This is an optimization exercise on Yosys and OpenROAD, whose aim is small area, not a production implementation. At most, simulation tests tie the RTL to the original design; equivalence was not proved. Only the layout flow was run in runs 5 and 6; the RTL was not checked for function there. No activity file was given, so power comes from the tool's default toggle rates.

## run.sh

```bash
#!/bin/bash
# synth_recipe.tcl (not shown) runs the flow's synth.tcl, then flattens the netlist and writes it again
# the make line also repeats each setting of config.mk as NAME=value (left out here)
make -C /OpenROAD-flow-scripts/flow DESIGN_CONFIG=/design/flow/config.mk WORK_HOME=/design/flow/orfs CLKGATE_MAP_FILE= SYNTH_SCRIPT=/design/flow/synth_recipe.tcl finish
```

## config.mk

```make
export PLATFORM = sky130hd
export DESIGN_NAME = te_pkt
export DESIGN_NICKNAME = te_pkt
export VERILOG_FILES = /design/flow/design.v
export SDC_FILE = /design/flow/constraint.sdc
export NUM_CORES = 4
export LEC_CHECK = 0
export ABC_AREA = 1
export CAP_MARGIN = 0
export CORE_MARGIN = 2
export CORE_UTILIZATION = 70
export CTS_BUF_LIST = sky130_fd_sc_hd__clkbuf_8
export CTS_CLUSTER_SIZE = 30
export SLEW_MARGIN = 0
```

## constraint.sdc

```tcl
create_clock -name core_clock -period 4.0 [get_ports {clk_bus}]
set_input_delay 0.8000 -clock core_clock [delete_from_list [all_inputs] [get_ports {clk_bus}]]
set_output_delay 0.8000 -clock core_clock [all_outputs]
set_load 0.01 [all_outputs]
```

## design.v

```verilog
`default_nettype none
package te_pkt_pkg;
    typedef enum logic [3-1:0] {
        AK = 3'd0,
        WQ = 3'd1,
        WR = 3'd2,
        RQ = 3'd3,
        RR = 3'd4
    } pkt_type_e;
    typedef struct packed {
        logic [10-3-1:0]       waddr;
        logic [8-1:0]                   wstrb;
        logic [8*8-1:0]    wdata;
    } bm_word_t;
    typedef struct packed {
        logic [4-1:0] sid;
        logic [3-1:0]  xid;
        logic [10-1:0] addr;
        logic [4-1:0]  len;
    } rdreq_t;
endpackage
`default_nettype wire
`timescale 1ns/1ps
`default_nettype none
module te_pkt (
    input  wire logic                                        clk_bus,
    input  wire logic                                        rst_n,
    input  wire logic                                        pkt_sop,
    input  wire logic [8-1:0]                   pkt_data,
    input  wire logic [10-1:0]                   ib_base,
    input  wire logic                                        bm_gnt,
    output logic                                             bm_req,
    output logic [10-1:0]                        bm_addr,
    output logic [8-1:0]                    bm_wstrb,
    output logic [8*8-1:0]     bm_wdata,
    input  wire logic                                        rdreq_pop,
    output logic                                             rdreq_valid,
    output te_pkt_pkg::rdreq_t rdreq
);
    localparam int NW = 9;
    localparam logic [2:0] ST_IDLE = 3'd0;
    localparam logic [2:0] ST_HDR1 = 3'd1;
    localparam logic [2:0] ST_HDR2 = 3'd2;
    localparam logic [2:0] ST_HDR3 = 3'd3;
    localparam logic [2:0] ST_DATA = 3'd4;
    logic [2:0]  state;
    logic        is_rq;
    logic [2:0]  xid;
    logic [3:0]  sid;
    logic [3:0]  len;
    logic [9:0]  baddr;
    logic        started;
    logic [NW-1:0][63:0] slot_data;
    logic [NW-1:0][6:0]  slot_waddr;
    logic [NW-1:0][2:0]  slot_first;
    logic [NW-1:0][2:0]  slot_last;
    logic [3:0]          wr_ptr;
    logic [3:0]          rd_ptr;
    logic [1:0][20:0]    rq_data;
    logic                rq_rd;
    logic [1:0]          rq_cnt;
    logic [2:0]  lane;
    logic        data_byte;
    logic        last_byte;
    logic        close_word;
    logic        rq_push;
    logic        rq_pop;
    logic [NW-1:0] wsel;
    logic [NW-1:0] rsel;
    assign lane       = baddr[2:0];
    assign data_byte  = (state == ST_DATA) && !pkt_sop;
    assign last_byte  = (len == 4'd0);
    assign close_word = (data_byte && (lane == 3'd7 || last_byte)) || (pkt_sop && started);
    assign rq_push    = (state == ST_HDR3) && !pkt_sop && is_rq;
    assign rq_pop     = rdreq_pop && rdreq_valid;
    always_comb begin
        for (int k = 0; k < NW; k++) begin
            wsel[k] = data_byte && (wr_ptr == 4'(k));
            rsel[k] = (rd_ptr == 4'(k));
        end
    end
    always_ff @(posedge clk_bus) begin
        if (!rst_n) begin
            state   <= ST_IDLE;
            started <= 1'b0;
            wr_ptr  <= '0;
            rd_ptr  <= '0;
            rq_rd   <= 1'b0;
            rq_cnt  <= '0;
        end else begin
            if (pkt_sop) begin
                started <= 1'b0;
                if (pkt_data[7:5] == 3'd1 || pkt_data[7:5] == 3'd3) state <= ST_HDR1;
                else state <= ST_IDLE;
            end else begin
                case (state)
                    ST_HDR1: state <= ST_HDR2;
                    ST_HDR2: state <= ST_HDR3;
                    ST_HDR3: state <= is_rq ? ST_IDLE : ST_DATA;
                    ST_DATA: begin
                        started <= !close_word;
                        if (last_byte) state <= ST_IDLE;
                    end
                    default: state <= ST_IDLE;
                endcase
            end
            if (close_word) wr_ptr <= (wr_ptr == 4'(NW - 1)) ? 4'd0 : wr_ptr + 4'd1;
            if (bm_req && bm_gnt) rd_ptr <= (rd_ptr == 4'(NW - 1)) ? 4'd0 : rd_ptr + 4'd1;
            if (rq_pop) rq_rd <= !rq_rd;
            case ({rq_push, rq_pop})
                2'b10:   rq_cnt <= rq_cnt + 2'd1;
                2'b01:   rq_cnt <= rq_cnt - 2'd1;
                default: ;
            endcase
        end
    end
    always_ff @(posedge clk_bus) begin
        if (pkt_sop) begin
            is_rq <= pkt_data[6];
            xid   <= pkt_data[2:0];
        end else begin
            case (state)
                ST_HDR1: sid <= pkt_data[7:4];
                ST_HDR2: begin
                    len        <= pkt_data[7:4];
                    baddr[9:6] <= pkt_data[3:0];
                end
                ST_HDR3: baddr[5:0] <= pkt_data[5:0];
                ST_DATA: begin
                    baddr <= baddr + 10'd1;
                    len   <= len - 4'd1;
                end
                default: ;
            endcase
        end
    end
    always_ff @(posedge clk_bus) begin
        for (int k = 0; k < NW; k++) begin
            if (wsel[k]) begin
                for (int j = 0; j < 8; j++) begin
                    if (lane == 3'(j)) slot_data[k][j*8 +: 8] <= pkt_data;
                end
                slot_waddr[k] <= baddr[9:3];
                slot_last[k]  <= lane;
                if (!started) slot_first[k] <= lane;
            end
        end
        if (rq_push) rq_data[rq_rd ^ rq_cnt[0]] <= {sid, xid, baddr[9:6], pkt_data[5:0], len};
    end
    logic [6:0] head_waddr;
    logic [2:0] head_first;
    logic [2:0] head_last;
    always_comb begin
        bm_wdata   = '0;
        head_waddr = '0;
        head_first = '0;
        head_last  = '0;
        for (int k = 0; k < NW; k++) begin
            bm_wdata   = bm_wdata   | ({64{rsel[k]}} & slot_data[k]);
            head_waddr = head_waddr | ({7{rsel[k]}}  & slot_waddr[k]);
            head_first = head_first | ({3{rsel[k]}}  & slot_first[k]);
            head_last  = head_last  | ({3{rsel[k]}}  & slot_last[k]);
        end
        for (int j = 0; j < 8; j++) begin
            bm_wstrb[j] = (3'(j) >= head_first) && (3'(j) <= head_last);
        end
    end
    assign bm_req      = (wr_ptr != rd_ptr);
    assign bm_addr     = ib_base + {3'd0, head_waddr};
    assign rdreq_valid = (rq_cnt != 2'd0);
    assign rdreq       = rq_data[rq_rd];
endmodule
`default_nettype wire
```

==> impl_metrics.py, run 1 <==
metrics = {
    "status": {
        "status": "complete, no violations",
    },
    "finish": {
        "fin_cells": 3271,
        "layout-drive-gt1-share": 0.1296,
        "nets": 2642,
        "area_growth_pct": 15.77,
        "diodes": 0,
        "fin_area_sq_mm": 0.03536,
    },
    "timing": {
        "holdWs_ns": 0.4363,
        "fin_crit_sh": 0.9902,
        "fin_crit_ns": 3.961,
        "finalMaxSlewViolations": 0,
        "rsz0062_at_grt": "yes",
        "fin_ws_ns": 0.03903,
        "max_freq_mhz": 252.5,
        "hold_violations": 0,
        "worst_pin_slew_ns": 1.229,
        "setup_viol": 0,
        "relSlewSlack": 0.1806,
        "skew_ns": 0.02476,
    },
    "placement": {
        "dp_worst_setup_slack_ns": 0.1208,
        "placed_cells": 3037,
        "hpwl_mm": 43.96,
        "routabilityCongestion": 0.9182,
        "portBuffers": 127,
        "place_area_sq_mm": 0.03261,
    },
    "critical_path": {
        "required_ns": 3.20,
        "start_kind": "flop",
        "cp_data_arrival_time_ns": 3.16,
        "reg2regPathDepth": 8,
        "criticalPathCategory": "reg2out",
        "r2r_end": "slot_data[261]$_DFFE_PP_",
        "cp_max_fo": 6,
        "reg2reg_from": "state[0]$_SDFFE_PN0P_",
        "rrSetupSlack_ns": 1.26,
        "crit_path_end_kind": "output port",
    },
    "drt": {
        "vias_per_cell": 6.115,
        "antenna_left": 0,
        "drt_iter0_drc": 2419,
        "first_pass_iters": 6,
        "wl_mm": 76.29,
        "drcViolationCount": 0,
        "wl_per_cell_microns": 23.32,
        "vias": 20000,
    },
    "clock_network": {
        "path_clk_slew_ns": 0.07,
        "clock-sinks": 772,
        "cts.htree.levels": 3,
        "hold_buffers": 0,
        "clockBufferDepth": 3,
        "clock_latency_ns": 0.71,
        "cts_tree": "built",
        "cts_buffers": 115,
        "cts_root_buf": "clkbuf_8",
    },
    "global_routing": {
        "antenna_found_initial": 0,
        "grt_overflow": 0,
        "grt_pass1_vias": 19430,
        "grt.total_usage": 0.3357,
        "grt_use_met1": 0.4603,
        "grt_max_degree": 73,
        "grtUsageMet2": 0.5395,
        "grt_pass1_wl_mm": 111.4,
        "busiest_layer": "met2",
        "grtUsageMet3": 0.06354,
    },
    "logic_synthesis": {
        "synth.mux.area_fraction": 0,
        "netlist_area_sq_mm": 0.03054,
        "syn-num-nets": 2398,
        "ys_seq_area_frac": 0.7541,
        "synth_top_family_by_area": "simple AND/OR/NAND/NOR gates",
        "synth_fa_ha_area_frac": 0.01008,
        "yosysWarnings": 1,
        "synth_compound_area_frac": 0.04264,
        "synth-simple-area-share": 0.1574,
        "postSynthCellCount": 2351,
        "yosys_register_bits": 772,
        "synth_xor_area_frac": 0.005448,
        "syn_area_per_cell_sq_um": 12.99,
        "ys_types": 43,
    },
    "hold_path": {
        "hold_depth": 0,
        "min_from": "sid[0]$_DFFE_PP_",
        "min_path_type": "reg2reg",
    },
    "floorplanning": {
        "ios": 128,
        "chipWidth_microns": 212.9,
        "die-area_sq_mm": 0.04532,
        "rows": 76,
        "initial_core_util": 0.7091,
        "core_region_area_sq_mm": 0.04308,
        "die_y_microns": 212.9,
    },
    "power_and_ir_drop": {
        "power_density_mw_per_mm2": 421.8,
        "p_leak_uw": 0.01302,
        "ir_drop_mv": 0.3802,
        "p_total_uw": 14920,
    },
    "flow_run": {
        "cap_violations": 0,
    },
}
[cell type report]
type                    instances  area (sq um)
multi-input cells            1376          6834
flip-flops and latches        772         23040
well taps                     585         732.0
clock inverters                91         462.9
repair buffers                235          2313
clock buffers                 117          1610
fillers                      2370          7716
inverters                      95         369.1
[worst max-delay path, stage by stage (launching register included)]
cell and delay, ns:
dfxtp_2 0.36, inv_2 0.07, ha_4 0.18, inv_4 0.08
nor2_4 0.04, buf_6 0.13, nand2_2 0.06, nand3_2 0.08
a21oi_2 0.11, nand4_1 0.22, ha_4 0.31, a21oi_1 0.20
nand2_2 0.11, nor2_4 0.11, nor2_2 0.05, nor2_1 0.11
nand2_1 0.06, nand2_1 0.06, buf_2 0.12
[synth_stat cells, drive strengths merged]
| cell | instances | area, sq um |
|---|---|---|
| a211oi | 12 | 90.09 |
| a21o | 2 | 15.01 |
| a21oi | 172 | 864.6 |
| a221oi | 19 | 166.4 |
| a31oi | 2 | 12.51 |
| buf | 97 | 525.5 |
| clkbuf | 11 | 42.54 |
| clkinv | 2 | 7.510 |
| dfxtp | 15 | 300.3 |
| edfxtp | 757 | 22730 |
| fa | 1 | 20.02 |
| ha | 23 | 287.8 |
| inv | 93 | 351.6 |
| nand2 | 566 | 2147 |
| nand3 | 329 | 1722 |
| nand3b | 1 | 7.510 |
| nand4 | 24 | 150.1 |
| nor2 | 169 | 701.9 |
| nor3 | 8 | 73.82 |
| nor4 | 1 | 6.260 |
| o211ai | 1 | 7.510 |
| o21ai | 23 | 118.9 |
| o21bai | 1 | 7.510 |
| o22ai | 2 | 12.51 |
| o31ai | 1 | 7.510 |
| xnor2 | 10 | 87.58 |
| xor2 | 9 | 78.83 |
[metrics by stage]
step	util	setup TNS, ns
floorplan	-	0
global placement	0.7569	0
detailed placement	0.7569	0
CTS	0.8140	-0.03246
global route	0.8209	-0.3820
finish	0.8209	0
[power breakdown]
| group | leakage, uW | switching (uW) | total [uW] | internal, uW |
|---|---|---|---|---|
| registers | 0.00693 | 3.98 | 8860 | 8860 |
| logic | 0.00488 | 164 | 224 | 60.1 |
| clock network | 0.00121 | 2930 | 5830 | 2900 |
[metal layers]
| metal | routed length [microns] | part of all wire |
|---|---|---|
| met5 | 0 | 0 |
| met4 | 2620 | 0.034 |
| met3 | 8150 | 0.11 |
| met2 | 37160 | 0.49 |
| met1 | 28360 | 0.37 |
[flip-flops by register name (all words and copies together), names as in the netlist, named ones only]
signal / count
is_rq: 1
rq_cnt: 2
slot_last: 27
sid: 4
slot_waddr: 63
baddr: 10
slot_first: 27
rd_ptr: 4
rq_rd: 1
slot_data: 576
wr_ptr: 4
started: 1
state: 3
len: 4
xid: 3
[repair_timing]
action | CTS | global route
resized for setup | 80 | 40
pin swaps | 11 | 24
cloned | 2 | 4
endpoints found under the setup margin | 81 | 49
buffers inserted | 12 | 9
endpoints found under the hold margin | 0 | 0
[placed cells by master (no fill, tap or decap), types with 20 or more instances in the layout]
cell type	n
clkinv_1	31
clkdlybuf4s50_1	110
nor2_1	154
nand2_1	552
clkbuf_8	118
nand3_1	307
buf_4	82
nand4_1	24
o21ai_0	21
inv_1	121
nand3_2	20
a21oi_1	169
edfxtp_1	757
[logic make-up (layout without fill, tap and decap cells)]
kind of cell / Yosys count / in the layout
AOI/OAI and AO/OA: 235 / 235
xor gates and xnor gates: 19 / 19
adders and majority gates: 24 / 24
buffers and inverters: 203 / 538
DFF: 772 / 772
and+or+nand+nor: 1098 / 1098
[how the worst max path moves through the flow]
stage | endpoint | startpoint | slack [ns] | cells past startpoint
after global placement | bm_addr[8] | rd_ptr[0]$_SDFFE_PN0P_ | 0.18 | 16
after global routing | bm_addr[7] | rd_ptr[3]$_SDFFE_PN0P_ | -0.12 | 17
after floorplan | bm_addr[8] | rd_ptr[1]$_SDFFE_PN0P_ | 0.50 | 16
after CTS | bm_addr[5] | rd_ptr[1]$_SDFFE_PN0P_ | -0.03 | 16
final | bm_addr[7] | rd_ptr[1]$_SDFFE_PN0P_ | 0.04 | 18
after detailed placement | bm_addr[7] | rd_ptr[0]$_SDFFE_PN0P_ | 0.12 | 20
==> run 2, diff against run 1 <==
==> config.mk (replaced) <==
export PLATFORM = sky130hd
export DESIGN_NAME = te_pkt
export DESIGN_NICKNAME = te_pkt
export VERILOG_FILES = /design/flow/design.v
export SDC_FILE = /design/flow/constraint.sdc
export NUM_CORES = 4
export LEC_CHECK = 0
export CAP_MARGIN = 20
export CORE_MARGIN = 2
export CORE_UTILIZATION = 40
export SLEW_MARGIN = 20
==> run 2 against run 1 <==
Effect of this change:
- now fails the layout checks on setup timing
- maximum frequency is 8.1% lower
- sequential share of layout area is 0.35 points lower
- global-route usage is 13 points lower
- synthesized cell count is 26% lower
==> impl_metrics.py, run 2 <==
metrics = {
    "status": {
        "status": "failed layout checks",
        "checkFailReasons": "setup timing",
    },
    "logic_synthesis": {
        "syn-num-nets": 1782,
        "netlist_area_sq_mm": 0.02968,
        "postSynthCellCount": 1735,
        "ys_async_sr_fraction": 0,
        "synth_commonest_cells": "edfxtp_1, nor2_1, a22oi_1",
        "yosys.area.top_type": "edfxtp_1",
        "yosysWarnings": 1,
        "synth_top_area_share": 0.7658,
        "synth_area_leaders": "edfxtp_1, a22oi_1, a222oi_1",
        "ys.flop_type": "edfxtp_1",
        "synth_edf_count": 757,
        "syn_area_per_cell_sq_um": 17.11,
        "synth_most_common_cell": "edfxtp_1",
        "ys_types": 64,
        "yosys_register_bits": 772,
        "ys_seq_area_frac": 0.7759,
    },
    "timing": {
        "worst_pin_slew_ns": 1.036,
        "setup_viol": 6,
        "skew_ns": 0.02539,
        "relSlewSlack": 0.3082,
        "hold_violations": 0,
        "fin_crit_ns": 4.310,
        "fin_ws_ns": -0.3101,
        "finalMaxSlewViolations": 0,
        "tns_ns": -1.097,
        "max_freq_mhz": 232.0,
        "fin_crit_sh": 1.078,
        "rsz0062_at_grt": "yes",
    },
    "placement": {
        "routabilityCongestion": 0.8442,
        "dp_worst_setup_slack_ns": -0.4084,
        "hpwl_mm": 48.12,
        "place_area_sq_mm": 0.03264,
        "placed_cells": 2847,
        "portBuffers": 127,
    },
    "power_and_ir_drop": {
        "p_int_uw": 12930,
        "combPwrFrac": 0.014,
        "p_total_uw": 16140,
        "pwr-share-seq": 0.549,
        "p_leak_uw": 0.01156,
        "p_switching_uw": 3214,
        "p_clk_frac": 0.437,
        "switching_share": 0.1991,
        "ir_drop_mv": 0.3287,
        "power_density_mw_per_mm2": 453.9,
    },
    "floorplanning": {
        "core_region_area_sq_mm": 0.07321,
        "die-area_sq_mm": 0.07641,
        "initial_core_util": 0.4055,
        "rows": 99,
        "ios": 128,
        "chipWidth_microns": 276.4,
        "die_y_microns": 276.4,
    },
    "global_routing": {
        "grt.total_usage": 0.2061,
        "grt_pass1_wl_mm": 116.0,
        "antenna_found_initial": 4,
        "grt_pass1_vias": 17370,
        "grt_overflow": 0,
        "grt_max_degree": 65,
    },
    "drt": {
        "vias": 17280,
        "wl_mm": 81.02,
        "wl_per_cell_microns": 27.03,
        "drcViolationCount": 0,
        "first_pass_iters": 8,
        "vias_per_cell": 5.765,
        "antenna_left": 0,
        "drt_iter0_drc": 2152,
    },
    "clock_network": {
        "cts_root_buf": "clkbuf_16",
        "clock_latency_ns": 0.64,
        "cts_tree": "built",
        "path_clk_slew_ns": 0.06,
        "clock-sinks": 772,
        "cts.htree.levels": 3,
        "cts_buffers": 79,
        "clockBufferDepth": 3,
    },
    "critical_path": {
        "crit_path_end_kind": "output port",
        "reg2reg_from": "state[1]$_SDFFE_PN0P_",
        "startpoint": "rd_ptr[0]$_SDFFE_PN0P_",
        "cp_data_arrival_time_ns": 3.51,
        "start_kind": "flop",
        "cp_max_fo": 4,
        "criticalPathCategory": "reg2out",
        "required_ns": 3.20,
    },
    "finish": {
        "mostFrequentLayoutCell": "edfxtp_1",
        "regMostFlops": "slot_data",
        "area_growth_pct": 19.80,
        "nets": 2027,
        "mostFrequentLayoutCells": "edfxtp_1, buf_4, nor2_1",
        "fin_cells": 2997,
        "diodes": 0,
        "largest_reg_flops": 576,
        "fin_area_sq_mm": 0.03556,
        "layout-drive-gt1-share": 0.1850,
    },
    "hold_path": {
        "min_from": "sid[2]$_DFFE_PP_",
        "min_path_type": "reg2reg",
    },
    "flow_run": {
        "cap_violations": 0,
    },
}
==> run 2: final cells by class <==
| type | count | area, sq um |
|---|---|---|
| fill | 6039 | 37640 |
| sequential | 772 | 23050 |
| multi-input combinational | 833 | 6270 |
| timing repair buffer | 264 | 2461 |
| clock buffer | 93 | 2051 |
| tap | 959 | 1200 |
| clock inverter | 46 | 416.7 |
| inverter | 30 | 117.6 |
==> run 2: final timing paths <==
check                                   to  slack, ns  depth (start not counted)
setup reg to reg  slot_data[537]$_DFFE_PP_       0.92                          5
hold reg to reg                       flop       0.45                          0
hold / removal                        flop       0.45                          0
setup / recovery                bm_addr[8]      -0.31                         15
==> run 2: power by group through the flow <==
| stage | sequential [uW] | combinational (uW) | clock [uW] |
|---|---|---|---|
| 3_5_place_dp | 9030 | 228 | 0 |
| 3_3_place_gp | 9030 | 221 | 0 |
| 4_1_cts | 8860 | 228 | 7160 |
| 2_1_floorplan | 9030 | 40.8 | 0 |
| 6_report | 8860 | 226 | 7060 |
| 5_1_grt | 8850 | 245 | 7480 |
==> run 2: what timing repair did <==
item | in CTS | in global routing
pin swaps | 21 | 12
buffers inserted | 7 | 3
gates resized for setup | 95 | 26
hold buffers | 0 | 0
cloned | 0 | 1
setup endpoints to repair | 81 | 29
==> run 2: stage by stage <==
stage | util | hold slack (ns)
after floorplan | - | 0.4215
after global placement | 0.4458 | 0.4222
after detailed placement | 0.4458 | 0.4346
after CTS | 0.4839 | 0.4520
after global routing | 0.4858 | 0.4675
final | 0.4858 | 0.4488
==> run 2: metal layers <==
layer  global-route usage  part of all wire  up-vias
met1               0.2742              0.40     8912
met4              0.06179             0.022        0
met3              0.02713             0.070      103
met2               0.3532              0.50      743
li1                     -                 -     7520
met5                    0                 0        -
==> run 2: kinds of logic after synthesis <==
kind of cell	share of synthesized area
buffers and inverters	0.02107
muxes	0.02618
xor gates and xnor gates	0.007376
and+or+nand+nor	0.05029
adders and majority gates	0.01037
DFF	0.7759
AOI/OAI and AO/OA	0.1088
==> run 2: worst max-delay path: stages, from the launching register on <==
cell and delay [ns]:
dfxtp_4 0.39, inv_4 0.06, ha_4 0.16, and2_4 0.15, buf_6 0.11, a22o_1 0.21, a221oi_2 0.17, nand3_1 0.16
buf_4 0.18, fa_2 0.36, a21o_1 0.17, a21oi_2 0.17, o21ai_2 0.09, nor4b_2 0.25, a211o_1 0.14, buf_2 0.13
==> run 3, diff against run 2 <==
--- a/design.v
+++ b/design.v
@@ -51,7 +51,8 @@
     logic [9:0]  baddr;
     logic        started;
     logic [NW-1:0][63:0] slot_data;
-    logic [NW-1:0][6:0]  slot_waddr;
+    logic [NW-1:0][6:0]  slot_alo;
+    logic [NW-1:0]       slot_acy;
     logic [NW-1:0][2:0]  slot_first;
     logic [NW-1:0][2:0]  slot_last;
     logic [3:0]          wr_ptr;
@@ -140,24 +141,27 @@
                 for (int j = 0; j < 8; j++) begin
                     if (lane == 3'(j)) slot_data[k][j*8 +: 8] <= pkt_data;
                 end
-                slot_waddr[k] <= baddr[9:3];
+                {slot_acy[k], slot_alo[k]} <= {1'b0, ib_base[6:0]} + {1'b0, baddr[9:3]};
                 slot_last[k]  <= lane;
                 if (!started) slot_first[k] <= lane;
             end
         end
         if (rq_push) rq_data[rq_rd ^ rq_cnt[0]] <= {sid, xid, baddr[9:6], pkt_data[5:0], len};
     end
-    logic [6:0] head_waddr;
+    logic [6:0] head_alo;
+    logic       head_acy;
     logic [2:0] head_first;
     logic [2:0] head_last;
     always_comb begin
         bm_wdata   = '0;
-        head_waddr = '0;
+        head_alo   = '0;
+        head_acy   = 1'b0;
         head_first = '0;
         head_last  = '0;
         for (int k = 0; k < NW; k++) begin
             bm_wdata   = bm_wdata   | ({64{rsel[k]}} & slot_data[k]);
-            head_waddr = head_waddr | ({7{rsel[k]}}  & slot_waddr[k]);
+            head_alo   = head_alo   | ({7{rsel[k]}}  & slot_alo[k]);
+            head_acy   = head_acy   | (rsel[k]       & slot_acy[k]);
             head_first = head_first | ({3{rsel[k]}}  & slot_first[k]);
             head_last  = head_last  | ({3{rsel[k]}}  & slot_last[k]);
         end
@@ -166,7 +170,7 @@
         end
     end
     assign bm_req      = (wr_ptr != rd_ptr);
-    assign bm_addr     = ib_base + {3'd0, head_waddr};
+    assign bm_addr     = {ib_base[9:7] + {2'd0, head_acy}, head_alo};
     assign rdreq_valid = (rq_cnt != 2'd0);
     assign rdreq       = rq_data[rq_rd];
 endmodule
==> config.mk (replaced) <==
export PLATFORM = sky130hd
export DESIGN_NAME = te_pkt
export DESIGN_NICKNAME = te_pkt
export VERILOG_FILES = /design/flow/design.v
export SDC_FILE = /design/flow/constraint.sdc
export NUM_CORES = 4
export LEC_CHECK = 0
export CAP_MARGIN = 0
export CORE_MARGIN = 2
export CORE_UTILIZATION = 70
export CTS_BUF_LIST = sky130_fd_sc_hd__clkbuf_8
export SLEW_MARGIN = 0
==> run 3 against run 2 <==
Effect of this change:
- core utilization increased by 34 points
- maximum frequency grew 6.3%
- sequential share of layout area up 3.9 points
- largest cell class unchanged
- highest routed layer unchanged
- combinational power is 14% lower
- still fails the layout checks on setup timing
- non-clock buffer count decreased by 48
- first-iteration DRC count up 8.8%
- synthesized cell count fell by 3.8%
- worst setup slack gained 0.26 ns
- design area down 4.6%
- register-to-register slack got worse by 0.04 ns
- wire length decreased by 11%
==> impl_metrics.py, run 3 <==
metrics = {
    "floorplanning": {
        "core_region_area_sq_mm": 0.04111,
        "rows": 74,
        "ios": 128,
        "chipWidth_microns": 208.6,
        "die-area_sq_mm": 0.04350,
        "die_y_microns": 208.6,
        "initial_core_util": 0.7126,
    },
    "critical_path": {
        "path_cells": "inv_1 > ha_4 > and3b_2 > buf_6 > a222oi_1 > and3_1 > nand2_1 > clkdlybuf4s50_1",
        "crit_path_end_kind": "output port",
        "required_ns": 3.20,
        "start_kind": "flop",
        "criticalPathCategory": "reg2out",
        "cp_max_fo": 41,
        "worst-path-buf-inv": 3,
        "slowest_delay_ns": 0.49,
        "cp_top_family": "buffers and inverters",
        "worst_path_max_delay_cell": "a222oi_1",
        "cp_data_arrival_time_ns": 3.25,
    },
    "finish": {
        "mostFrequentLayoutCell": "edfxtp_1",
        "diodes": 0,
        "area_growth_pct": 15.82,
        "mostFrequentLayoutCells": "edfxtp_1, a22oi_1, clkbuf_8",
        "regMostFlops": "slot_data",
        "fillCellCount": 2059,
        "fin_area_sq_mm": 0.03393,
        "largest_reg_flops": 576,
        "nets": 1958,
        "layout-drive-gt1-share": 0.1484,
    },
    "logic_synthesis": {
        "ys_seq_area_frac": 0.7955,
        "yosysWarnings": 1,
        "yosys.area.top_type": "edfxtp_1",
        "ys_types": 61,
        "synth_edf_count": 766,
        "synth_most_common_cell": "edfxtp_1",
        "synth_top_area_share": 0.7852,
        "synth_area_leaders": "edfxtp_1, a22oi_1, a222oi_1",
        "synth_commonest_cells": "edfxtp_1, a22oi_1, nor2_1",
        "syn-num-nets": 1718,
        "syn_area_per_cell_sq_um": 17.55,
        "netlist_area_sq_mm": 0.02929,
        "ys_async_sr_fraction": 0,
        "postSynthCellCount": 1669,
        "ys.flop_type": "edfxtp_1",
        "yosys_register_bits": 781,
    },
    "timing": {
        "setup_viol": 1,
        "worst_pin_slew_ns": 1.267,
        "fin_crit_ns": 4.054,
        "rsz0062_at_grt": "yes",
        "hold_violations": 0,
        "tns_ns": -0.05447,
        "max_freq_mhz": 246.6,
        "relSlewSlack": 0.1553,
        "fin_crit_sh": 1.014,
        "fin_ws_ns": -0.05447,
        "finalMaxSlewViolations": 0,
        "skew_ns": 0.02504,
    },
    "power_and_ir_drop": {
        "ir_drop_mv": 0.3665,
        "power_density_mw_per_mm2": 442.1,
        "p_clk_frac": 0.388,
        "pwr-share-seq": 0.599,
        "p_leak_uw": 0.01127,
        "p_int_uw": 11950,
        "switching_share": 0.2033,
        "combPwrFrac": 0.013,
        "p_switching_uw": 3049,
    },
    "drt": {
        "wl_mm": 72.48,
        "first_pass_iters": 6,
        "wl_per_cell_microns": 28.61,
        "vias": 17240,
        "drcViolationCount": 0,
        "antenna_left": 0,
        "vias_per_cell": 6.805,
        "drt_iter0_drc": 2342,
    },
    "clock_network": {
        "clock-sinks": 781,
        "hold_buffers": 0,
        "path_clk_slew_ns": 0.06,
        "clock_latency_ns": 0.70,
        "cts_tree": "built",
        "cts_root_buf": "clkbuf_8",
        "cts_buffers": 115,
        "cts.htree.levels": 3,
        "clockBufferDepth": 3,
    },
    "flow_run": {
        "cap_violations": 0,
    },
    "placement": {
        "place_area_sq_mm": 0.03138,
        "portBuffers": 127,
        "routabilityCongestion": 0.8347,
        "hpwl_mm": 39.79,
    },
    "status": {
        "status": "failed layout checks",
        "checkFailReasons": "setup timing",
    },
    "global_routing": {
        "grt_pass1_wl_mm": 103.7,
        "grt.total_usage": 0.3244,
        "grt_pass1_vias": 17110,
        "grt_max_degree": 72,
        "grt_overflow": 0,
        "antenna_found_initial": 0,
    },
    "hold_path": {
        "min_path_type": "reg2reg",
    },
}
==> run 3: repair_timing <==
item,in CTS,in global routing
setup buffers,8,6
resized for setup,34,27
gates cloned,1,4
setup endpoints to repair,82,49
pin swaps,10,19
==> run 3: kinds of logic (layout without fill, tap and decap cells) <==
| kind of cell | count (synthesis) | count (layout) | synth area share |
|---|---|---|---|
| mux | 32 | 32 | 0.01204 |
| xor+xnor | 22 | 22 | 0.006577 |
| flops | 781 | 781 | 0.7955 |
| simple gates | 321 | 321 | 0.05382 |
| fa+ha+maj | 26 | 26 | 0.01136 |
| compound gates | 364 | 364 | 0.1014 |
| buf+inv | 123 | 455 | 0.01931 |
==> run 3: power groups by stage <==
stage	sequential, uW	clock (uW)	combinational, uW
floorplan	9160	0	41.0
global placement	9160	0	185
detailed placement	9160	0	195
CTS	8990	5840	195
global route	8980	6180	212
finish	8990	5820	195
==> run 3: layer usage <==
metal,up-vias,track usage,share of wire
li1,7312,-,-
met1,8632,0.4460,0.37
met2,1137,0.5283,0.49
met3,155,0.06718,0.11
met4,0,0.1135,0.028
met5,-,0,0
==> run 3: worst paths after layout <==
check / start / to / slack (ns) / depth (start not counted)
hold reg to reg: xid[1]$_DFFE_PP_ / flop / 0.45 / 0
hold / removal: xid[1]$_DFFE_PP_ / flop / 0.45 / 0
setup / recovery: rd_ptr[1]$_SDFFE_PN0P_ / bm_wdata[16] / -0.05 / 8
setup reg to reg: state[1]$_SDFFE_PN0P_ / slot_data[177]$_DFFE_PP_ / 0.88 / 6
==> run 3: through the flow <==
step	hold slack, ns	worst slack, ns	total power (uW)	utilization	cells
floorplan	0.4215	0.7799	9198	-	1669
global placement	0.4238	0.3185	9342	0.7632	2305
detailed placement	0.4383	0.2343	9353	0.7632	2305
CTS	0.4526	-0.02526	15020	0.8193	2523
global route	0.4595	-0.09733	15370	0.8254	2533
finish	0.4544	-0.05447	15000	0.8254	2533
==> run 3: area by class of cell <==
type	instances	area, sq um	share of cell area
flip-flops and latches	781	23310	0.6870
multi-input cells	765	5567	0.1641
repair buffers	216	2190	0.06453
clock buffers	118	1624	0.04787
well taps	532	665.6	0.01962
clock inverters	91	461.7	0.01361
inverters	30	112.6	0.003319
==> run 4, diff against run 3 <==
==> config.mk (replaced) <==
export PLATFORM = sky130hd
export DESIGN_NAME = te_pkt
export DESIGN_NICKNAME = te_pkt
export VERILOG_FILES = /design/flow/design.v
export SDC_FILE = /design/flow/constraint.sdc
export NUM_CORES = 4
export LEC_CHECK = 0
export CAP_MARGIN = 20
export CORE_MARGIN = 2
export CORE_UTILIZATION = 40
export SLEW_MARGIN = 20
==> run 4 against run 3 <==
Effect of this change:
- the run now finishes clean
- worst setup slack improved by 0.10 ns
- sequential power barely moved
- synthesized area did not move
- count of clock-buffer cells in the layout fell by 17
- largest power group unchanged
==> impl_metrics.py, run 4 <==
metrics = {
    "flow_run": {
        "cap_violations": 0,
    },
    "power_and_ir_drop": {
        "p_int_uw": 13160,
        "pwr-share-seq": 0.550,
        "ir_drop_mv": 0.3296,
        "p_clk_frac": 0.438,
        "switching_share": 0.1947,
        "combPwrFrac": 0.012,
        "p_leak_uw": 0.01141,
        "power_density_mw_per_mm2": 466.6,
        "p_switching_uw": 3182,
    },
    "placement": {
        "routabilityCongestion": 0.8159,
        "dp_worst_setup_slack_ns": 0.3975,
        "portBuffers": 127,
        "hpwl_mm": 42.48,
    },
    "logic_synthesis": {
        "synth_top_area_share": 0.7852,
        "synth_edf_count": 766,
        "ys_async_sr_fraction": 0,
        "synth_area_leaders": "edfxtp_1, a22oi_1, a222oi_1",
        "ys_types": 61,
        "yosys.area.top_type": "edfxtp_1",
        "netlist_area_sq_mm": 0.02929,
        "postSynthCellCount": 1669,
        "synth_commonest_cells": "edfxtp_1, a22oi_1, nor2_1",
        "yosysWarnings": 1,
        "syn_area_per_cell_sq_um": 17.55,
        "ys_seq_area_frac": 0.7955,
        "synth_most_common_cell": "edfxtp_1",
        "ys.flop_type": "edfxtp_1",
        "syn-num-nets": 1718,
        "yosys_register_bits": 781,
    },
    "floorplanning": {
        "rows": 99,
        "ios": 128,
        "initial_core_util": 0.4029,
        "die_y_microns": 274.6,
        "core_region_area_sq_mm": 0.07271,
        "chipWidth_microns": 274.6,
        "die-area_sq_mm": 0.07542,
    },
    "finish": {
        "fillCellCount": 6019,
        "area_growth_pct": 19.53,
        "diodes": 0,
        "regMostFlops": "slot_data",
        "largest_reg_flops": 576,
        "mostFrequentLayoutCells": "edfxtp_1, a22oi_1, clkdlybuf4s50_1, buf_4, nor2_1",
        "nets": 1949,
        "mostFrequentLayoutCell": "edfxtp_1",
        "layout-drive-gt1-share": 0.1507,
    },
    "timing": {
        "fin_crit_ns": 3.951,
        "setup_viol": 0,
        "fin_ws_ns": 0.04930,
        "skew_ns": 0.01668,
        "hold_violations": 0,
        "relSlewSlack": 0.3411,
        "rsz0062_at_grt": "no",
        "worst_pin_slew_ns": 0.9883,
        "tns_ns": 0,
        "fin_crit_sh": 0.9877,
        "finalMaxSlewViolations": 0,
        "max_freq_mhz": 253.1,
    },
    "global_routing": {
        "grt_overflow": 0,
        "grt.total_usage": 0.1940,
        "grt_pass1_wl_mm": 107.8,
        "grt_max_degree": 73,
        "antenna_found_initial": 0,
        "grt_pass1_vias": 16760,
    },
    "hold_path": {
        "min_path_type": "reg2reg",
        "min_from": "xid[1]$_DFFE_PP_",
    },
    "critical_path": {
        "cp_data_arrival_time_ns": 3.15,
        "startpoint": "rd_ptr[1]$_SDFFE_PN0P_",
        "required_ns": 3.20,
        "crit_path_end_kind": "output port",
        "start_kind": "flop",
        "reg2reg_from": "state[0]$_SDFFE_PN0P_",
        "cp_max_fo": 36,
        "criticalPathCategory": "reg2out",
    },
    "clock_network": {
        "cts_buffers": 80,
        "hold_buffers": 0,
        "cts_tree": "built",
        "cts_root_buf": "clkbuf_16",
        "clockBufferDepth": 3,
        "path_clk_slew_ns": 0.06,
        "clock_latency_ns": 0.62,
        "cts.htree.levels": 3,
        "clock-sinks": 781,
    },
    "drt": {
        "drcViolationCount": 0,
        "wl_mm": 74.33,
        "drt_iter0_drc": 1885,
        "antenna_left": 0,
        "wl_per_cell_microns": 25.43,
        "vias": 16530,
        "vias_per_cell": 5.655,
        "first_pass_iters": 8,
    },
    "status": {
        "status": "complete, no violations",
    },
}
## run 4: cell count changes in the layout (fill, tap and decap cells not counted), moves of 6 or more
| cell | change |
|---|---|
| clkbuf_8 | -116 |
| clkinv_1 | -14 |
| clkbuf_16 | +79 |
| clkbuf_1 | +17 |
| buf_4 | +36 |
| clkdlybuf4s50_1 | +6 |
| inv_1 | -34 |
## run 4: worst max-delay path, stage by stage, from the launching register on
cell and delay, ns:
dfxtp_2 0.38, inv_1 0.08, ha_1 0.21, and2_4 0.20, buf_16 0.18, a222oi_1 0.61, and3_1 0.25, nand2_1 0.05
clkdlybuf4s50_1 0.47
## run 4: power groups by stage
stage | registers [uW] | logic [uW] | clock network [uW]
2_1_floorplan | 9160 | 41.0 | 0
3_3_place_gp | 9160 | 188 | 0
3_5_place_dp | 9160 | 199 | 0
4_1_cts | 8980 | 199 | 7270
5_1_grt | 8980 | 216 | 7590
6_report | 8980 | 195 | 7160
## run 4: cells by family after synthesis
kind of cell    share of synthesized area
compound gates                     0.1014
xor+xnor                         0.006577
mux                               0.01204
simple gates                      0.05382
flops                              0.7955
buf+inv                           0.01931
fa+ha+maj                         0.01136
## run 4: routing by layer
layer	up-vias	track usage	part of all wire
met5	-	0	0
met2	632	0.3353	0.50
met1	8491	0.2537	0.41
met3	120	0.02907	0.063
li1	7287	-	-
met4	0	0.05835	0.025
## run 4: through the flow
step	area [sq um]	power, uW	std cells	util	hold slack, ns
2_1_floorplan	29290	9198	1669	-	0.4215
3_3_place_gp	32210	9345	2769	0.4430	0.4240
3_5_place_dp	32210	9356	2769	0.4430	0.4383
4_1_cts	34880	16460	2921	0.4797	0.4478
5_1_grt	35020	16780	2923	0.4816	0.4553
6_report	35020	16340	2923	0.4816	0.4538
## run 4: final timing paths
| kind | endpoint | slack, ns | cells after the start |
|---|---|---|---|
| worst max register to register | slot_last[12]$_DFFE_PP_ | 1.13 | 6 |
| worst min register to register | flop | 0.45 | 0 |
| worst max-delay path | bm_wdata[54] | 0.05 | 8 |
| worst min-delay path | flop | 0.45 | 0 |
## run 4: what timing repair did
item | 4_1_cts | 5_1_grt
resized for setup | 17 | 24
setup endpoints to repair | 75 | 27
setup buffers | 5 | 1
gates cloned | 1 | 1
pin swaps | 4 | 11
## run 4: layout make-up
| class | count | area, sq um | area share |
|---|---|---|---|
| well taps | 959 | 1200 | 0.03427 |
| clock buffers | 101 | 2143 | 0.06121 |
| flip-flops and latches | 781 | 23310 | 0.6657 |
| repair buffers | 242 | 2297 | 0.06560 |
| multi-input cells | 765 | 5562 | 0.1588 |
| clock inverters | 45 | 390.4 | 0.01115 |
| inverters | 30 | 112.6 | 0.003216 |
==> run 5, diff against run 4 <==
--- a/design.v
+++ b/design.v
@@ -52,11 +52,10 @@
     logic        started;
     logic [NW-1:0][63:0] slot_data;
     logic [NW-1:0][6:0]  slot_alo;
-    logic [NW-1:0]       slot_acy;
     logic [NW-1:0][2:0]  slot_first;
     logic [NW-1:0][2:0]  slot_last;
-    logic [3:0]          wr_ptr;
-    logic [3:0]          rd_ptr;
+    logic [NW-1:0]       wr_oh;
+    logic [NW-1:0]       rd_oh;
     logic [1:0][20:0]    rq_data;
     logic                rq_rd;
     logic [1:0]          rq_cnt;
@@ -67,7 +66,6 @@
     logic        rq_push;
     logic        rq_pop;
     logic [NW-1:0] wsel;
-    logic [NW-1:0] rsel;
     assign lane       = baddr[2:0];
     assign data_byte  = (state == ST_DATA) && !pkt_sop;
     assign last_byte  = (len == 4'd0);
@@ -76,16 +74,15 @@
     assign rq_pop     = rdreq_pop && rdreq_valid;
     always_comb begin
         for (int k = 0; k < NW; k++) begin
-            wsel[k] = data_byte && (wr_ptr == 4'(k));
-            rsel[k] = (rd_ptr == 4'(k));
+            wsel[k] = data_byte && wr_oh[k];
         end
     end
     always_ff @(posedge clk_bus) begin
         if (!rst_n) begin
             state   <= ST_IDLE;
             started <= 1'b0;
-            wr_ptr  <= '0;
-            rd_ptr  <= '0;
+            wr_oh   <= NW'(1);
+            rd_oh   <= NW'(1);
             rq_rd   <= 1'b0;
             rq_cnt  <= '0;
         end else begin
@@ -105,8 +102,8 @@
                     default: state <= ST_IDLE;
                 endcase
             end
-            if (close_word) wr_ptr <= (wr_ptr == 4'(NW - 1)) ? 4'd0 : wr_ptr + 4'd1;
-            if (bm_req && bm_gnt) rd_ptr <= (rd_ptr == 4'(NW - 1)) ? 4'd0 : rd_ptr + 4'd1;
+            if (close_word) wr_oh <= {wr_oh[NW-2:0], wr_oh[NW-1]};
+            if (bm_req && bm_gnt) rd_oh <= {rd_oh[NW-2:0], rd_oh[NW-1]};
             if (rq_pop) rq_rd <= !rq_rd;
             case ({rq_push, rq_pop})
                 2'b10:   rq_cnt <= rq_cnt + 2'd1;
@@ -141,7 +138,7 @@
                 for (int j = 0; j < 8; j++) begin
                     if (lane == 3'(j)) slot_data[k][j*8 +: 8] <= pkt_data;
                 end
-                {slot_acy[k], slot_alo[k]} <= {1'b0, ib_base[6:0]} + {1'b0, baddr[9:3]};
+                slot_alo[k] <= ib_base[6:0] + baddr[9:3];
                 slot_last[k]  <= lane;
                 if (!started) slot_first[k] <= lane;
             end
@@ -155,21 +152,20 @@
     always_comb begin
         bm_wdata   = '0;
         head_alo   = '0;
-        head_acy   = 1'b0;
         head_first = '0;
         head_last  = '0;
         for (int k = 0; k < NW; k++) begin
-            bm_wdata   = bm_wdata   | ({64{rsel[k]}} & slot_data[k]);
-            head_alo   = head_alo   | ({7{rsel[k]}}  & slot_alo[k]);
-            head_acy   = head_acy   | (rsel[k]       & slot_acy[k]);
-            head_first = head_first | ({3{rsel[k]}}  & slot_first[k]);
-            head_last  = head_last  | ({3{rsel[k]}}  & slot_last[k]);
+            bm_wdata   = bm_wdata   | ({64{rd_oh[k]}} & slot_data[k]);
+            head_alo   = head_alo   | ({7{rd_oh[k]}}  & slot_alo[k]);
+            head_first = head_first | ({3{rd_oh[k]}}  & slot_first[k]);
+            head_last  = head_last  | ({3{rd_oh[k]}}  & slot_last[k]);
         end
         for (int j = 0; j < 8; j++) begin
             bm_wstrb[j] = (3'(j) >= head_first) && (3'(j) <= head_last);
         end
     end
-    assign bm_req      = (wr_ptr != rd_ptr);
+    assign bm_req      = !(|(rd_oh & wr_oh));
+    assign head_acy    = (head_alo < ib_base[6:0]);
     assign bm_addr     = {ib_base[9:7] + {2'd0, head_acy}, head_alo};
     assign rdreq_valid = (rq_cnt != 2'd0);
     assign rdreq       = rq_data[rq_rd];
==> config.mk (replaced) <==
export PLATFORM = sky130hd
export DESIGN_NAME = te_pkt
export DESIGN_NICKNAME = te_pkt
export VERILOG_FILES = /design/flow/design.v
export SDC_FILE = /design/flow/constraint.sdc
export NUM_CORES = 4
export LEC_CHECK = 0
export CAP_MARGIN = 0
export CORE_MARGIN = 2
export CORE_UTILIZATION = 70
export CTS_BUF_LIST = sky130_fd_sc_hd__clkbuf_16
export CTS_CLUSTER_DIAMETER = 80
export CTS_CLUSTER_SIZE = 30
export SLEW_MARGIN = 0
==> run 5 against run 4 <==
Effect of this change:
- now fails the layout checks on setup timing
- core utilization increased by 31 points
- count of clock-buffer cells in the layout fell by 70
- final cell count shrank 21%
- sequential cell count rose by 1
- global-route usage rose by 11 points
- clock skew rose by 0.0057 ns
==> impl_metrics.py, run 5 <==
metrics = {
    "floorplanning": {
        "core_region_area_sq_mm": 0.04083,
        "ios": 128,
        "rows": 74,
        "die_y_microns": 207.4,
        "die-area_sq_mm": 0.04301,
        "chipWidth_microns": 207.4,
        "initial_core_util": 0.7091,
    },
    "hold_path": {
        "min_path_type": "reg2reg",
    },
    "status": {
        "status": "failed layout checks",
        "checkFailReasons": "setup timing",
    },
    "finish": {
        "layout-drive-gt1-share": 0.1124,
        "multi_input_area_sq_mm": 0.005279,
        "area_growth_pct": 10.98,
        "fin_cells": 2312,
        "diodes": 0,
        "largest_reg_flops": 576,
        "mostFrequentLayoutCell": "edfxtp_1",
        "postLayoutCoreUtil": 0.7869,
        "nets": 1809,
        "mostFrequentLayoutCells": "edfxtp_1, clkdlybuf4s50_1, nand3_1",
        "regMostFlops": "slot_data",
        "seqCellArea_sq_mm": 0.02325,
        "fillCellCount": 2187,
    },
    "drt": {
        "vias_per_cell": 6.957,
        "drt_iter0_drc": 2189,
        "first_pass_iters": 9,
        "highest_layer": "met4",
        "wl_per_cell_microns": 28.21,
        "vias": 16080,
        "met2_length_mm": 32.16,
        "wl_met1_mm": 25.68,
        "antenna_left": 0,
        "wl_mm": 65.23,
        "drcViolationCount": 0,
        "dr_wl_met3_mm": 5.601,
    },
    "timing": {
        "worst_pin_slew_ns": 1.105,
        "fin_crit_sh": 1.054,
        "fin_crit_ns": 4.215,
        "finalMaxSlewViolations": 0,
        "max_freq_mhz": 237.3,
        "setup_viol": 6,
        "relSlewSlack": 0.2636,
        "fin_ws_ns": -0.2146,
        "hold_violations": 0,
        "skew_ns": 0.02242,
        "rsz0062_at_grt": "yes",
    },
    "critical_path": {
        "path_cells": "a22o_1 > a221oi_2 > nand3_1 > ha_1 > a21o_1 > a21o_1 > a2111oi_4 > ha_2 > ha_4 > xor2_1 > buf_2",
        "cp_max_fo": 2,
        "required_ns": 3.20,
        "criticalPathCategory": "reg2out",
        "start_kind": "flop",
        "cp_data_arrival_time_ns": 3.41,
        "worst_path_max_delay_cell": "edfxtp_1",
        "cp_common_cell": "a21o_1",
        "crit_path_end_kind": "output port",
        "slowest_delay_ns": 0.39,
    },
    "placement": {
        "hpwl_mm": 39.69,
        "portBuffers": 127,
        "routabilityCongestion": 0.8253,
        "placed_cells": 2254,
        "dp_worst_setup_slack_ns": -0.4180,
    },
    "power_and_ir_drop": {
        "power_density_mw_per_mm2": 404.1,
        "p_leak_uw": 0.01033,
        "ir_drop_mv": 0.3773,
    },
    "logic_synthesis": {
        "yosys_register_bits": 782,
        "synth_most_common_cell": "edfxtp_1",
        "yosys.area.top_type": "edfxtp_1",
        "synth_commonest_cells": "edfxtp_1, nand3_1, a22oi_1",
        "syn_area_per_cell_sq_um": 17.93,
        "synth_area_leaders": "edfxtp_1, a222oi_1, a221oi_1",
        "postSynthCellCount": 1615,
        "syn-num-nets": 1661,
        "synth_edf_count": 757,
        "ys_async_sr_fraction": 0,
        "synth_top_area_share": 0.7851,
        "yosysWarnings": 1,
        "ys_types": 53,
        "netlist_area_sq_mm": 0.02895,
        "ys_seq_area_frac": 0.8024,
        "ys.flop_type": "edfxtp_1",
    },
    "clock_network": {
        "path_clk_slew_ns": 0.11,
        "cts.htree.levels": 1,
        "clock_latency_ns": 0.62,
        "cts_buffers": 31,
        "clock-sinks": 782,
        "clockBufferDepth": 3,
        "cts_tree": "built",
        "hold_buffers": 0,
        "cts_root_buf": "clkbuf_16",
    },
    "global_routing": {
        "antenna_found_initial": 0,
        "grt_max_degree": 73,
        "grt_overflow": 0,
        "grt_pass1_wl_mm": 98.12,
        "grt_pass1_vias": 15920,
        "grt.total_usage": 0.3034,
    },
    "flow_run": {
        "cap_violations": 0,
    },
}
==> run 5: what timing repair did <==
action | 4_1_cts | 5_1_grt
pin swaps | 18 | 6
setup buffers | 7 | 2
gates cloned | 0 | 0
endpoints found under the setup margin | 11 | 9
gates resized for setup | 37 | 5
==> run 5: worst max-delay path: cells and delay by family (launching register included) <==
family          cells  cell delay [ns]
compound gates      5             1.18
fa+ha+maj           3             0.75
buf+inv             1             0.15
xor+xnor            1             0.15
simple gates        1             0.17
flops               1             0.39
==> run 5: stage by stage <==
stage | hold WS [ns] | power, uW | setup TNS (ns) | area, sq um
2_1_floorplan | 0.4215 | 9201 | 0 | 28950
3_3_place_gp | 0.4219 | 9355 | -0.5415 | 31030
3_5_place_dp | 0.4371 | 9365 | -0.7622 | 31030
4_1_cts | 0.4635 | 13010 | -0.2883 | 32100
5_1_grt | 0.4728 | 13280 | -1.449 | 32130
6_report | 0.4647 | 12980 | -0.4185 | 32130
==> run 5: area by class of cell <==
class / count / area share
Tap cell: 532 / 0.02072
Clock inverter: 19 / 0.004322
Multi-Input combinational cell: 704 / 0.1643
Inverter: 30 / 0.003505
Timing Repair Buffer: 214 / 0.05958
Clock buffer: 31 / 0.02414
Sequential cell: 782 / 0.7235
==> run 5: final timing paths <==
path                              start                      end  slack [ns]  cells past startpoint
hold / removal         xid[1]$_DFFE_PP_                     flop        0.46                      0
setup reg to reg  state[1]$_SDFFE_PN0P_  slot_data[98]$_DFFE_PP_        0.84                      5
setup / recovery  slot_alo[4]$_DFFE_PP_               bm_addr[9]       -0.21                     11
hold reg to reg        xid[1]$_DFFE_PP_                     flop        0.46                      0
==> run 5: cell families after synthesis <==
kind of cell / synth area share
AO/OA/AOI/OAI: 0.1061
flip-flops: 0.8024
adder cells (fa/ha/maj): 0.01020
buffers and inverters: 0.01906
XOR/XNOR: 0.005747
multiplexers: 0.01128
AND/OR/NAND/NOR: 0.04524
==> run 5: where the power goes <==
group	switching, uW	internal (uW)	total, uW
clock	2290	1510	3800
sequential	4.06	8960	8960
combinational	164	55.1	219
total	2460	10500	13000
==> run 5: layer usage <==
metal,up-vias,GRT usage
met5,-,0
li1,6927,-
met3,104,0.03419
met4,0,0.08202
met2,914,0.4937
met1,8139,0.4492
==> run 6, diff against run 5 <==
--- a/config.mk
+++ b/config.mk
@@ -8,7 +8,7 @@
 export CAP_MARGIN = 0
 export CORE_MARGIN = 2
 export CORE_UTILIZATION = 70
-export CTS_BUF_LIST = sky130_fd_sc_hd__clkbuf_16
-export CTS_CLUSTER_DIAMETER = 80
-export CTS_CLUSTER_SIZE = 30
+export CTS_BUF_LIST = sky130_fd_sc_hd__clkbuf_8
+export CTS_CLUSTER_DIAMETER = 60
+export CTS_CLUSTER_SIZE = 20
 export SLEW_MARGIN = 0
==> run 6 against run 5 <==
Effect of this change:
- still fails the layout checks on setup timing
- final cell count up 1.1%
- clock skew grew 0.0094 ns
- count of clock-buffer cells in the layout is 19 higher
- core utilization is 0.080 points higher
- sequential power hardly changed
==> impl_metrics.py, run 6 <==
metrics = {
    "logic_synthesis": {
        "synth_compound_area_frac": 0.1061,
        "synth_commonest_cells": "edfxtp_1, nand3_1, a22oi_1",
        "yosys.area.top_type": "edfxtp_1",
        "yosys_register_bits": 782,
        "netlist_area_sq_mm": 0.02895,
        "synth_area_leaders": "edfxtp_1, a222oi_1, a221oi_1",
        "ys.flop_type": "edfxtp_1",
        "synth-simple-area-share": 0.04524,
        "synth_xor_area_frac": 0.005747,
        "syn-num-nets": 1661,
        "synth_top_area_share": 0.7851,
        "ys_types": 53,
        "synth_most_common_cell": "edfxtp_1",
        "ys_seq_area_frac": 0.8024,
        "yosysWarnings": 1,
        "synth_top_family_by_area": "compound AO/OA/AOI/OAI gates",
        "synth_edf_count": 757,
        "synth.mux.area_fraction": 0.01128,
        "synth_fa_ha_area_frac": 0.01020,
        "syn_area_per_cell_sq_um": 17.93,
        "ys_async_sr_fraction": 0,
        "postSynthCellCount": 1615,
    },
    "global_routing": {
        "busiest_layer": "met2",
        "grt_pass1_wl_mm": 99.26,
        "grt_overflow": 0,
        "grt_max_degree": 73,
        "grtUsageMet3": 0.04750,
        "grtUsageMet2": 0.4985,
        "grt.total_usage": 0.3091,
        "antenna_found_initial": 0,
        "grt_use_met1": 0.4450,
        "grt_pass1_vias": 16120,
    },
    "drt": {
        "first_pass_iters": 9,
        "vias": 16200,
        "antenna_left": 0,
        "vias_per_cell": 6.930,
        "wl_per_cell_microns": 28.46,
        "drcViolationCount": 0,
        "drt_iter0_drc": 2215,
        "wl_mm": 66.52,
    },
    "critical_path": {
        "path_cells": "buf_6 > a22o_1 > a221oi_2 > nand3_1 > ha_1 > nand4_1 > nor2_2 > a2111oi_4 > ha_2 > ha_4 > xor2_1 > buf_2",
        "crit_path_end_kind": "output port",
        "criticalPathCategory": "reg2out",
        "worst_path_max_delay_cell": "a2111oi_4",
        "cp_data_arrival_time_ns": 3.42,
        "required_ns": 3.20,
        "cp_top_family": "compound AO/OA/AOI/OAI gates",
        "worst-path-buf-inv": 2,
        "cp_max_fo": 5,
        "slowest_delay_ns": 0.37,
        "start_kind": "flop",
    },
    "timing": {
        "max_freq_mhz": 237.0,
        "fin_crit_sh": 1.055,
        "fin_ws_ns": -0.2189,
        "setup_viol": 2,
        "relSlewSlack": 0.2694,
        "finalMaxSlewViolations": 0,
        "skew_ns": 0.03183,
        "rsz0062_at_grt": "yes",
        "fin_crit_ns": 4.219,
        "hold_violations": 0,
        "worst_pin_slew_ns": 1.096,
    },
    "clock_network": {
        "cts.htree.levels": 2,
        "cts_buffers": 46,
        "clock-sinks": 782,
        "path_clk_slew_ns": 0.12,
        "cts_root_buf": "clkbuf_8",
        "cts_tree": "built",
        "clockBufferDepth": 3,
        "clock_latency_ns": 0.67,
        "hold_buffers": 0,
    },
    "finish": {
        "mostFrequentLayoutCells": "edfxtp_1, clkdlybuf4s50_1, nand3_1",
        "nets": 1828,
        "fin_cells": 2337,
        "mostFrequentLayoutCell": "edfxtp_1",
        "area_growth_pct": 11.09,
        "largest_reg_flops": 576,
        "diodes": 0,
        "layout-drive-gt1-share": 0.1235,
        "regMostFlops": "slot_data",
    },
    "flow_run": {
        "cap_violations": 0,
    },
    "placement": {
        "routabilityCongestion": 0.8253,
        "placed_cells": 2254,
        "portBuffers": 127,
        "dp_worst_setup_slack_ns": -0.4180,
        "hpwl_mm": 39.69,
    },
    "floorplanning": {
        "initial_core_util": 0.7091,
        "rows": 74,
        "core_region_area_sq_mm": 0.04083,
        "ios": 128,
        "die-area_sq_mm": 0.04301,
        "chipWidth_microns": 207.4,
        "die_y_microns": 207.4,
    },
    "hold_path": {
        "min_path_type": "reg2reg",
    },
    "status": {
        "status": "failed layout checks",
        "checkFailReasons": "setup timing",
    },
    "power_and_ir_drop": {
        "p_leak_uw": 0.01046,
        "power_density_mw_per_mm2": 395.6,
        "ir_drop_mv": 0.4933,
        "p_total_uw": 12730,
    },
}
==> run 6: cell count changes in the layout (fill, tap and decap cells not counted), moves of 2 or more <==
| cell | before | now |
|---|---|---|
| buf_12 | 0 | 2 |
| clkinv_8 | 2 | 0 |
| inv_1 | 39 | 43 |
| dlymetal6s2s_1 | 0 | 7 |
| clkbuf_16 | 31 | 1 |
| clkdlybuf4s50_1 | 115 | 108 |
| clkbuf_8 | 0 | 50 |
==> run 6: cells by family (layout without fill, tap and decap cells) <==
logic type,Yosys count,in the layout
xor gates and xnor gates,19,19
buffers and inverters,129,319
and+or+nand+nor,272,272
DFF,782,782
muxes,30,30
AOI/OAI and AO/OA,360,360
adders and majority gates,23,23
==> run 6: repair_timing <==
item	CTS	global route
pin swaps	19	9
buffers inserted	7	4
gates resized for setup	41	21
cloned	0	1
endpoints found under the setup margin	11	10
==> run 6: layout make-up <==
type	count	area (sq um)
Sequential cell	782	23250
Fill cell	2195	8667
Multi-Input combinational cell	704	5299
Timing Repair Buffer	218	2028
Clock buffer	50	688.2
Tap cell	532	665.6
Clock inverter	21	122.6
Inverter	30	112.6
==> run 6: per-stage QoR <==
stage	setup TNS, ns	instance area [sq um]	utilization	hold slack (ns)
floorplan	0	28950	-	0.4215
global placement	-0.5415	31030	0.7599	0.4219
detailed placement	-0.7622	31030	0.7599	0.4371
CTS	-0.5012	32030	0.7845	0.4661
global route	-0.7624	32160	0.7877	0.4725
finish	-0.3239	32160	0.7877	0.4619
==> run 6: power breakdown <==
part / total (uW) / switching [uW] / internal [uW]
Combinational: 218 / 163 / 55.0
Sequential: 8960 / 4.06 / 8960
Clock: 3540 / 2310 / 1230
==> run 6: final timing paths <==
| kind | start | to | depth (start not counted) | slack (ns) |
|---|---|---|---|---|
| hold / removal | xid[0]$_DFFE_PP_ | flop | 0 | 0.46 |
| setup reg to reg | state[1]$_SDFFE_PN0P_ | slot_data[99]$_DFFE_PP_ | 5 | 0.79 |
| hold reg to reg | xid[0]$_DFFE_PP_ | flop | 0 | 0.46 |
| setup / recovery | rd_oh[0]$_SDFFE_PN1P_ | bm_addr[9] | 12 | -0.22 |
==> run 6: metal layers <==
| layer | share of wire | vias up |
|---|---|---|
| li1 | - | 6961 |
| met1 | 0.39 | 8199 |
| met2 | 0.49 | 918 |
| met3 | 0.092 | 118 |
| met4 | 0.026 | 0 |
| met5 | 0 | - |
==> run 7, diff against run 6 <==
--- a/design.v
+++ b/design.v
@@ -52,6 +52,7 @@
     logic        started;
     logic [NW-1:0][63:0] slot_data;
     logic [NW-1:0][6:0]  slot_alo;
+    logic [NW-1:0]       slot_acy;
     logic [NW-1:0][2:0]  slot_first;
     logic [NW-1:0][2:0]  slot_last;
     logic [NW-1:0]       wr_oh;
@@ -138,7 +139,7 @@
                 for (int j = 0; j < 8; j++) begin
                     if (lane == 3'(j)) slot_data[k][j*8 +: 8] <= pkt_data;
                 end
-                slot_alo[k] <= ib_base[6:0] + baddr[9:3];
+                {slot_acy[k], slot_alo[k]} <= {1'b0, ib_base[6:0]} + {1'b0, baddr[9:3]};
                 slot_last[k]  <= lane;
                 if (!started) slot_first[k] <= lane;
             end
@@ -152,11 +153,13 @@
     always_comb begin
         bm_wdata   = '0;
         head_alo   = '0;
+        head_acy   = 1'b0;
         head_first = '0;
         head_last  = '0;
         for (int k = 0; k < NW; k++) begin
             bm_wdata   = bm_wdata   | ({64{rd_oh[k]}} & slot_data[k]);
             head_alo   = head_alo   | ({7{rd_oh[k]}}  & slot_alo[k]);
+            head_acy   = head_acy   | (rd_oh[k]       & slot_acy[k]);
             head_first = head_first | ({3{rd_oh[k]}}  & slot_first[k]);
             head_last  = head_last  | ({3{rd_oh[k]}}  & slot_last[k]);
         end
@@ -165,7 +168,6 @@
         end
     end
     assign bm_req      = !(|(rd_oh & wr_oh));
-    assign head_acy    = (head_alo < ib_base[6:0]);
     assign bm_addr     = {ib_base[9:7] + {2'd0, head_acy}, head_alo};
     assign rdreq_valid = (rq_cnt != 2'd0);
     assign rdreq       = rq_data[rq_rd];
==> flow/run.sh (new file) <==
#!/bin/bash
# Standard layout, run through the standard.sh; logs kept in this folder.
set -e
bash standard.sh > standard.log 2>&1
==> standard.sh (new file) <==
#!/bin/bash
# synth_recipe.tcl (not shown) runs the flow's synth.tcl, then flattens the netlist and writes it again
# the make line also repeats each setting of config.mk as NAME=value (left out here)
make -C /OpenROAD-flow-scripts/flow DESIGN_CONFIG=/design/flow/config.mk WORK_HOME=/design/flow/orfs CLKGATE_MAP_FILE= SYNTH_SCRIPT=/design/flow/synth_recipe.tcl "${@:-finish}"
--- a/config.mk
+++ b/config.mk
@@ -8,7 +8,7 @@
 export CAP_MARGIN = 0
 export CORE_MARGIN = 2
 export CORE_UTILIZATION = 70
-export CTS_BUF_LIST = sky130_fd_sc_hd__clkbuf_8
-export CTS_CLUSTER_DIAMETER = 60
-export CTS_CLUSTER_SIZE = 20
+export CTS_BUF_LIST = sky130_fd_sc_hd__clkbuf_16
+export CTS_CLUSTER_DIAMETER = 80
+export CTS_CLUSTER_SIZE = 30
 export SLEW_MARGIN = 0
removed: run.sh
==> run 7 against run 6 <==
Effect of this change:
- now clean on timing, DRC and antenna
- worst setup slack improved by 0.36 ns
- highest routed layer unchanged
- core utilization decreased by 0.090 points
- design area increased by 0.11%
- critical path type unchanged
- register-to-register slack improved by 0.35 ns
- critical endpoint is now bm_wstrb[2]
- synthesized cell count decreased by 0.12%
- critical path depth decreased by 6
- combinational power decreased by 8%
- die area increased by 0.28%
- sequential cell count increased by 9
- final cell count decreased by 1.6%
==> impl_metrics.py, run 7 <==
metrics = {
    "finish": {
        "diodes": 0,
        "layout-drive-gt1-share": 0.09106,
        "nets": 1786,
        "area_growth_pct": 10.90,
        "seqCellArea_sq_mm": 0.02353,
        "regMostFlops": "slot_data",
        "fillCellCount": 2264,
        "largest_reg_flops": 576,
        "postLayoutCoreUtil": 0.7868,
        "mostFrequentLayoutCells": "edfxtp_1, clkdlybuf4s50_1, nand3_1",
    },
    "critical_path": {
        "slowest_delay_ns": 0.59,
        "criticalPathCategory": "reg2out",
        "required_ns": 3.20,
        "start_kind": "flop",
        "cp_top_family": "compound AO/OA/AOI/OAI gates",
        "path_cells": "a222oi_1 > nand3_1 > a221oi_2 > nor2_1 > nor3_1 > clkdlybuf4s50_1",
        "cp_data_arrival_time_ns": 3.06,
        "cp_max_fo": 30,
        "worst_path_max_delay_cell": "clkdlybuf4s50_1",
        "crit_path_end_kind": "output port",
    },
    "global_routing": {
        "grt_pass1_vias": 15830,
        "antenna_found_initial": 1,
        "grt_max_degree": 65,
        "grt.total_usage": 0.3013,
        "grt_overflow": 0,
    },
    "logic_synthesis": {
        "postSynthCellCount": 1613,
        "synth_edf_count": 766,
        "synth_fa_ha_area_frac": 0.008015,
        "yosys_register_bits": 791,
        "synth-simple-area-share": 0.04628,
        "ys_async_sr_fraction": 0,
        "ys_types": 50,
        "synth_most_common_cell": "edfxtp_1",
        "synth_top_area_share": 0.7922,
        "synth_xor_area_frac": 0.005430,
        "yosys.area.top_type": "edfxtp_1",
        "syn-num-nets": 1654,
        "yosysWarnings": 1,
    },
    "power_and_ir_drop": {
        "ir_drop_mv": 0.5163,
        "power_density_mw_per_mm2": 418.1,
    },
    "timing": {
        "worst_pin_slew_ns": 1.245,
        "fin_crit_sh": 0.9641,
        "max_freq_mhz": 259.3,
        "hold_violations": 0,
        "fin_crit_ns": 3.856,
        "finalMaxSlewViolations": 0,
        "rsz0062_at_grt": "no",
        "tns_ns": 0,
        "skew_ns": 0.02740,
    },
    "clock_network": {
        "cts_resized": 0,
        "cts.htree.levels": 2,
        "cts_tree": "built",
        "cts_setup_buffers": 0,
        "hold_buffers": 0,
        "clockBufferDepth": 3,
        "cts_buffers": 34,
        "clock_latency_ns": 0.58,
        "clock-sinks": 791,
    },
    "floorplanning": {
        "rows": 74,
        "die_y_microns": 207.7,
        "chipWidth_microns": 207.7,
        "initial_core_util": 0.7095,
        "core_region_area_sq_mm": 0.04092,
    },
    "drt": {
        "wl_mm": 65.10,
        "drt_iter0_drc": 2133,
        "drcViolationCount": 0,
        "antenna_left": 0,
    },
    "placement": {
        "portBuffers": 127,
    },
    "hold_path": {
        "hold_depth": 0,
    },
    "flow_run": {
        "cap_violations": 0,
    },
    "status": {
        "status": "complete, no violations",
    },
}
[run 7: changes by cell type after synthesis, sizes merged, moves of 3 or more]
cell / delta
nor3: +5
buf: -9
a31oi: +3
nor2: +4
ha: -5
edfxtp: +9
clkbuf: +8
inv: -9
[run 7: logic make-up (layout without fill, tap and decap cells)]
logic type	count (synthesis)	count (layout)
and+or+nand+nor	279	279
xor gates and xnor gates	18	18
buffers and inverters	119	274
muxes	30	30
DFF	791	791
AOI/OAI and AO/OA	358	358
adders and majority gates	18	18
[run 7: final timing paths]
check | startpoint | to | slack [ns]
worst max-delay path | rd_oh[4]$_SDFFE_PN0P_ | bm_wstrb[2] | 0.14
worst min-delay path | sid[1]$_DFFE_PP_ | flop | 0.46
worst max register to register | state[1]$_SDFFE_PN0P_ | slot_data[269]$_DFFE_PP_ | 1.14
worst min register to register | sid[1]$_DFFE_PP_ | flop | 0.46
[run 7: layout make-up]
| type | instances | share of cell area |
|---|---|---|
| well taps | 532 | 0.02067 |
| clock buffers | 35 | 0.02720 |
| repair buffers | 194 | 0.05541 |
| inverters | 21 | 0.002448 |
| multi-input cells | 703 | 0.1573 |
| clock inverters | 24 | 0.006372 |
| flip-flops and latches | 791 | 0.7306 |
[run 7: where the power goes]
| part | internal, uW | switching, uW | leakage, uW |
|---|---|---|---|
| registers | 9060 | 4.30 | 0.00709 |
| clock network | 1790 | 2410 | 0.000571 |
| logic | 44.0 | 156 | 0.00260 |
| total | 10900 | 2570 | 0.0103 |
[run 7: per-layer routing]
metal | vias up | GRT usage | wire length (microns)
met1 | 8197 | 0.4291 | 25040
met4 | 0 | 0.09538 | 1824
met2 | 887 | 0.4840 | 31670
met5 | - | 0 | 0
li1 | 6912 | - | -
met3 | 105 | 0.05734 | 6570
[run 7: metrics by stage]
step           hold WS [ns]  setup WS [ns]  total power, uW  cells  area (sq um)
2_1_floorplan        0.4215          1.293             9304   1613         29040
3_3_place_gp         0.4248         0.6834             9446   2241         31120
3_5_place_dp         0.4361         0.6269             9458   2241         31120
4_1_cts              0.4654         0.1419            13510   2300         32200
5_1_grt              0.4808        0.03951            13790   2300         32200
6_report             0.4620         0.1437            13460   2300         32200

[what the ideal ports hide]
How much do the figures lean on ideal ports? The routed layouts below were timed once more, with nothing changed but the port constraints. Step 1 assumes that a clkbuf_16 drives the clock port and a buf_2 every other input. Step 2 times the ports against the registers' clock, not the clock port: input delays grow and output delays shrink by t, the midpoint of the rising clock arrivals with the driver on. a / b / c = ideal ports / drivers / drivers and shift; a / b = the first two.
| run | t (ns) | setup WS [ns] |
|---|---|---|
| run 1 | 0.756 | 0.039 / -0.016 / 0.655 |
| run 2 | 0.685 | -0.310 / -0.370 / 0.316 |
| run 3 | 0.740 | -0.054 / -0.108 / 0.317 |
| run 4 | 0.676 | 0.049 / -0.009 / 0.612 |
| run 5 | 0.671 | -0.215 / -0.272 / 0.087 |
| run 6 | 0.710 | -0.219 / -0.272 / 0.125 |
| run 7 | 0.631 | 0.144 / 0.086 / 0.595 |
